Background: an optimization exercise with open tools, aiming at small area, a short achievable clock period and few clock cycles per item. Do not read the settings as production practice. Only simulation tests tie the RTL to the original design; equivalence was not proved. Power is estimated from default activity; no workload was simulated.

// map_update_ctrl
module map_update_ctrl
(
    input  logic                    clk,
    input  logic                    rst,
    input  logic [9:0]              v_cnt,
    input  logic                    loc_req,
    input  logic [1:0]              loc_op,
    input  logic [7:0]              loc_pos,
    input  logic [map_ctrl_pkg::CARD_W-1:0]       loc_card,
    output logic                    loc_ack,
    input  logic                    rem_req,
    input  logic [1:0]              rem_op,
    input  logic [7:0]              rem_pos,
    input  logic [map_ctrl_pkg::CARD_W-1:0]       rem_card,
    output logic                    rem_ack,
    output logic                    err,
    output logic                    busy,
    output logic [map_ctrl_pkg::SLOTS*map_ctrl_pkg::CARD_W-1:0] map,
    output logic [map_ctrl_pkg::SLOTS-1:0] sel_card
);
Size: about 1,100 I/O pins, ~0.065 mm2 of cells after synthesis.
==> module map_update_ctrl, before the edit <==
module map_update_ctrl
(
    input  logic                    clk,
    input  logic                    rst,
    input  logic [9:0]              v_cnt,
    input  logic                    loc_req,
    input  logic [1:0]              loc_op,
    input  logic [7:0]              loc_pos,
    input  logic [map_ctrl_pkg::CARD_W-1:0]       loc_card,
    output logic                    loc_ack,
    input  logic                    rem_req,
    input  logic [1:0]              rem_op,
    input  logic [7:0]              rem_pos,
    input  logic [map_ctrl_pkg::CARD_W-1:0]       rem_card,
    output logic                    rem_ack,
    output logic                    err,
    output logic                    busy,
    output logic [map_ctrl_pkg::SLOTS*map_ctrl_pkg::CARD_W-1:0] map,
    output logic [map_ctrl_pkg::SLOTS-1:0] sel_card
);
    localparam int unsigned SLOTS  = map_ctrl_pkg::SLOTS;
    localparam int unsigned CARD_W = map_ctrl_pkg::CARD_W;
    localparam int unsigned VB_START = map_ctrl_pkg::VB_START;
    localparam logic [1:0] OP_WRITE     = map_ctrl_pkg::OP_WRITE;
    localparam logic [1:0] OP_CLEAR     = map_ctrl_pkg::OP_CLEAR;
    localparam logic [1:0] OP_TOGGLE    = map_ctrl_pkg::OP_TOGGLE;
    localparam logic [1:0] OP_DESEL_ALL = map_ctrl_pkg::OP_DESEL_ALL;
    localparam logic GNT_LOC = map_ctrl_pkg::GNT_LOC;
    localparam logic GNT_REM = map_ctrl_pkg::GNT_REM;
    localparam int unsigned ROWS = (SLOTS + 15) / 16;    
    logic            last_grant;    
    logic            vb_q;
    logic            pub_q;         
    logic            rst_q;         
    logic [ROWS-1:0] row_card_q;    
    logic [ROWS-1:0] row_sel_q;     
    logic [15:0]     col_q;         
    logic [CARD_W-1:0] card_q;      
    logic            tog_q;         
    logic            desel_q;       
    logic [SLOTS*CARD_W-1:0] shadow_map;
    logic [SLOTS-1:0]        shadow_sel;
    logic [1:0] elig, grant;
    logic       vb, vb_rise;
    assign elig = {rem_req & ~rem_ack, loc_req & ~loc_ack};
    rr_arbiter2 u_arb (
        .req        (elig),
        .last_grant (last_grant),
        .grant      (grant)
    );
    logic [1:0][ROWS-1:0]   dec_row_card, dec_row_sel;
    logic [1:0][15:0]       dec_col;
    logic [1:0][CARD_W-1:0] dec_card;
    logic [1:0]             dec_tog, dec_desel, dec_err;
    for (genvar q = 0; q < 2; q++) begin : g_dec
        logic [1:0]        op;
        logic [7:0]        pos;
        logic [CARD_W-1:0] card;
        logic              in_range;
        assign op       = q ? rem_op   : loc_op;
        assign pos      = q ? rem_pos  : loc_pos;
        assign card     = q ? rem_card : loc_card;
        assign in_range = (pos < 8'(SLOTS));
        for (genvar r = 0; r < int'(ROWS); r++) begin : g_row
            assign dec_row_card[q][r] = in_range & (pos[7:4] == 4'(r)) &
                                        ((op == OP_WRITE) | (op == OP_CLEAR));
            assign dec_row_sel[q][r]  = in_range & (pos[7:4] == 4'(r)) &
                                        ((op == OP_TOGGLE) | (op == OP_CLEAR));
        end
        for (genvar c = 0; c < 16; c++) begin : g_col
            assign dec_col[q][c] = (pos[3:0] == 4'(c));
        end
        assign dec_card[q]  = (op == OP_WRITE) ? card : '0;
        assign dec_tog[q]   = (op == OP_TOGGLE);
        assign dec_desel[q] = (op == OP_DESEL_ALL);
        assign dec_err[q]   = ~in_range & (op != OP_DESEL_ALL);
    end
    assign vb      = (v_cnt >= 10'(VB_START));
    assign vb_rise = vb & ~vb_q;
    always_ff @(posedge clk or posedge rst) begin
        if (rst) begin
            loc_ack    <= 1'b0;
            rem_ack    <= 1'b0;
            busy       <= 1'b0;
            last_grant <= GNT_REM;
            vb_q       <= 1'b0;
            pub_q      <= 1'b1;
            rst_q      <= 1'b1;
        end else begin
            loc_ack <= grant[0];
            rem_ack <= grant[1];
            busy    <= loc_req | rem_req | vb_rise;
            if (|grant) last_grant <= grant[1];
            vb_q    <= vb;
            pub_q   <= vb_rise;
            rst_q   <= 1'b0;
        end
    end
    always_ff @(posedge clk) begin
        err        <= grant[1] ? dec_err[1] : dec_err[0];
        row_card_q <= ({ROWS{grant[0]}} & dec_row_card[0]) | ({ROWS{grant[1]}} & dec_row_card[1]);
        row_sel_q  <= ({ROWS{grant[0]}} & dec_row_sel[0])  | ({ROWS{grant[1]}} & dec_row_sel[1]);
        col_q      <= grant[1] ? dec_col[1]  : dec_col[0];
        card_q     <= grant[1] ? dec_card[1] : dec_card[0];
        tog_q      <= grant[1] ? dec_tog[1]  : dec_tog[0];
        desel_q    <= (grant[0] & dec_desel[0]) | (grant[1] & dec_desel[1]);
    end
    logic [ROWS-1:0]   row_card_w;
    logic [15:0]       col_w;
    logic [CARD_W-1:0] card_w;
    logic              sel_clr_all;
    assign row_card_w  = row_card_q | {ROWS{rst_q}};
    assign col_w       = col_q | {16{rst_q}};
    assign card_w      = card_q & {CARD_W{~rst_q}};
    assign sel_clr_all = rst_q | desel_q;
    for (genvar s = 0; s < int'(SLOTS); s++) begin : g_slot
        logic wr_card, hit_sel;
        assign wr_card = row_card_w[s / 16] & col_w[s % 16];
        assign hit_sel = row_sel_q[s / 16] & col_q[s % 16];
        always_ff @(posedge clk) begin
            if (wr_card) shadow_map[s*CARD_W +: CARD_W] <= card_w;
            if (sel_clr_all)  shadow_sel[s] <= 1'b0;
            else if (hit_sel) shadow_sel[s] <= tog_q & ~shadow_sel[s];
            if (pub_q) begin
                map[s*CARD_W +: CARD_W] <= shadow_map[s*CARD_W +: CARD_W];
                sel_card[s]             <= shadow_sel[s];
            end
        end
    end
endmodule
==> flow/config.mk <==
export PLATFORM = sky130hd
export DESIGN_NAME = map_update_ctrl
export DESIGN_NICKNAME = map_update_ctrl
export VERILOG_FILES = /design/flow/design.v
export SDC_FILE = /design/flow/constraint.sdc
export NUM_CORES = 4
export LEC_CHECK = 0
export CAP_MARGIN = 20
export CORE_MARGIN = 2
export CORE_UTILIZATION = 65
export PLACE_DENSITY_LB_ADDON = 0.15
export SETUP_SLACK_MARGIN = 3.1
export SLEW_MARGIN = 20
==> flow/constraint.sdc <==
create_clock -name core_clock -period 5.5 [get_ports {clk}]
set_input_delay 1.1000 -clock core_clock [delete_from_list [all_inputs] [get_ports {clk}]]
set_output_delay 1.1000 -clock core_clock [all_outputs]
set_load 0.01 [all_outputs]
standard.sh (not shown) runs the stock make flow with config.mk's settings and CLKGATE_MAP_FILE= SYNTH_SCRIPT=/design/flow/synth_recipe.tcl, a recipe that flattens the netlist after the stock synthesis.
==> flow/flow/run.sh <==
#!/bin/bash
# Standard layout with: buf_1 port buffers, no CTS dummy loads, larger CTS sink clusters,
# and stronger timing-driven net weights in global placement.
export BUFFER_PORTS_ARGS="-buffer_cell sky130_fd_sc_hd__buf_1"
export CTS_ARGS="-sink_clustering_enable -repair_clock_nets -dont_use_dummy_load -sink_clustering_size 24 -sink_clustering_max_diameter 60"
export GLOBAL_PLACEMENT_ARGS="-timing_driven_net_weight_max 8 -timing_driven_nets_percentage 35"
bash standard.sh > standard.log 2>&1
Testbench counts at the start, summed over its fixed seeds: cycles 4,808, edits 4,800.
==> next run, changes <==
--- a/flow/design.v
+++ b/flow/design.v
@@ -70,42 +70,25 @@
     logic            desel_q;       
     logic [SLOTS*CARD_W-1:0] shadow_map;
     logic [SLOTS-1:0]        shadow_sel;
     logic [1:0] elig, grant;
-    logic       vb, vb_rise;
+    logic       g_rem, g_any;
+    logic [1:0] op_s;
+    logic [7:0] pos_s;
+    logic [CARD_W-1:0] card_s;
+    logic       in_range, vb, vb_rise;
     assign elig = {rem_req & ~rem_ack, loc_req & ~loc_ack};
     rr_arbiter2 u_arb (
         .req        (elig),
         .last_grant (last_grant),
         .grant      (grant)
     );
-    logic [1:0][ROWS-1:0]   dec_row_card, dec_row_sel;
-    logic [1:0][15:0]       dec_col;
-    logic [1:0][CARD_W-1:0] dec_card;
-    logic [1:0]             dec_tog, dec_desel, dec_err;
-    for (genvar q = 0; q < 2; q++) begin : g_dec
-        logic [1:0]        op;
-        logic [7:0]        pos;
-        logic [CARD_W-1:0] card;
-        logic              in_range;
-        assign op       = q ? rem_op   : loc_op;
-        assign pos      = q ? rem_pos  : loc_pos;
-        assign card     = q ? rem_card : loc_card;
-        assign in_range = (pos < 8'(SLOTS));
-        for (genvar r = 0; r < int'(ROWS); r++) begin : g_row
-            assign dec_row_card[q][r] = in_range & (pos[7:4] == 4'(r)) &
-                                        ((op == OP_WRITE) | (op == OP_CLEAR));
-            assign dec_row_sel[q][r]  = in_range & (pos[7:4] == 4'(r)) &
-                                        ((op == OP_TOGGLE) | (op == OP_CLEAR));
-        end
-        for (genvar c = 0; c < 16; c++) begin : g_col
-            assign dec_col[q][c] = (pos[3:0] == 4'(c));
-        end
-        assign dec_card[q]  = (op == OP_WRITE) ? card : '0;
-        assign dec_tog[q]   = (op == OP_TOGGLE);
-        assign dec_desel[q] = (op == OP_DESEL_ALL);
-        assign dec_err[q]   = ~in_range & (op != OP_DESEL_ALL);
-    end
+    assign g_rem   = grant[1];
+    assign g_any   = |grant;
+    assign op_s    = g_rem ? rem_op   : loc_op;
+    assign pos_s   = g_rem ? rem_pos  : loc_pos;
+    assign card_s  = g_rem ? rem_card : loc_card;
+    assign in_range = (pos_s < 8'(SLOTS));
     assign vb      = (v_cnt >= 10'(VB_START));
     assign vb_rise = vb & ~vb_q;
     always_ff @(posedge clk or posedge rst) begin
         if (rst) begin
@@ -119,22 +102,26 @@
         end else begin
             loc_ack <= grant[0];
             rem_ack <= grant[1];
             busy    <= loc_req | rem_req | vb_rise;
-            if (|grant) last_grant <= grant[1];
+            if (g_any) last_grant <= g_rem;
             vb_q    <= vb;
             pub_q   <= vb_rise;
             rst_q   <= 1'b0;
         end
     end
     always_ff @(posedge clk) begin
-        err        <= grant[1] ? dec_err[1] : dec_err[0];
-        row_card_q <= ({ROWS{grant[0]}} & dec_row_card[0]) | ({ROWS{grant[1]}} & dec_row_card[1]);
-        row_sel_q  <= ({ROWS{grant[0]}} & dec_row_sel[0])  | ({ROWS{grant[1]}} & dec_row_sel[1]);
-        col_q      <= grant[1] ? dec_col[1]  : dec_col[0];
-        card_q     <= grant[1] ? dec_card[1] : dec_card[0];
-        tog_q      <= grant[1] ? dec_tog[1]  : dec_tog[0];
-        desel_q    <= (grant[0] & dec_desel[0]) | (grant[1] & dec_desel[1]);
+        err     <= ~in_range & (op_s != OP_DESEL_ALL);
+        for (int r = 0; r < int'(ROWS); r++) begin
+            row_card_q[r] <= g_any & in_range & (pos_s[7:4] == 4'(r)) &
+                             ((op_s == OP_WRITE) | (op_s == OP_CLEAR));
+            row_sel_q[r]  <= g_any & in_range & (pos_s[7:4] == 4'(r)) &
+                             ((op_s == OP_TOGGLE) | (op_s == OP_CLEAR));
+        end
+        for (int c = 0; c < 16; c++) col_q[c] <= (pos_s[3:0] == 4'(c));
+        card_q  <= (op_s == OP_WRITE) ? card_s : '0;
+        tog_q   <= (op_s == OP_TOGGLE);
+        desel_q <= g_any & (op_s == OP_DESEL_ALL);
     end
     logic [ROWS-1:0]   row_card_w;
     logic [15:0]       col_w;
     logic [CARD_W-1:0] card_w;
Sequential cell count does not change. Fmax goes up by 1.3%. Wire length fell by about 0.64%. Non-clock buffer count drops by 11. Clock power came out lower by about 2%.
Testbench counts after the change, summed over its fixed seeds: cycles 4,808, edits 4,800.

[separate check: timing with driven ports]
The flow's constraints put no driver on any port. The routed layouts listed below were extracted and timed again, unchanged, in two steps.
Step 1: set_driving_cell puts a clkbuf_16 on clk and a buf_2 on each other input, an assumption about the parent block.
Step 2 also shifts input and output timing later by t, the mid clock arrival at the registers, as if the neighbouring blocks saw the same clock.
a / b / c = no drivers / after step 1 / after step 2; a / b = the first two.
run	shift t [ns]	setup WS [ns]	worst setup path at the end	clock arrival spread, ns	worst register clock-pin slew, ns
the first run	0.753	2.999 / 2.928 / 2.548	input to register	0.069 / 0.068	0.09 / 0.09
the second run	0.754	3.032 / 2.956 / 2.473	input to register	0.098 / 0.097	0.09 / 0.09
After both steps setup and hold are still met in every run listed. For the second run, which loses most, drivers alone change the setup slack by -0.076 ns; drivers and shift together by -0.559 ns.
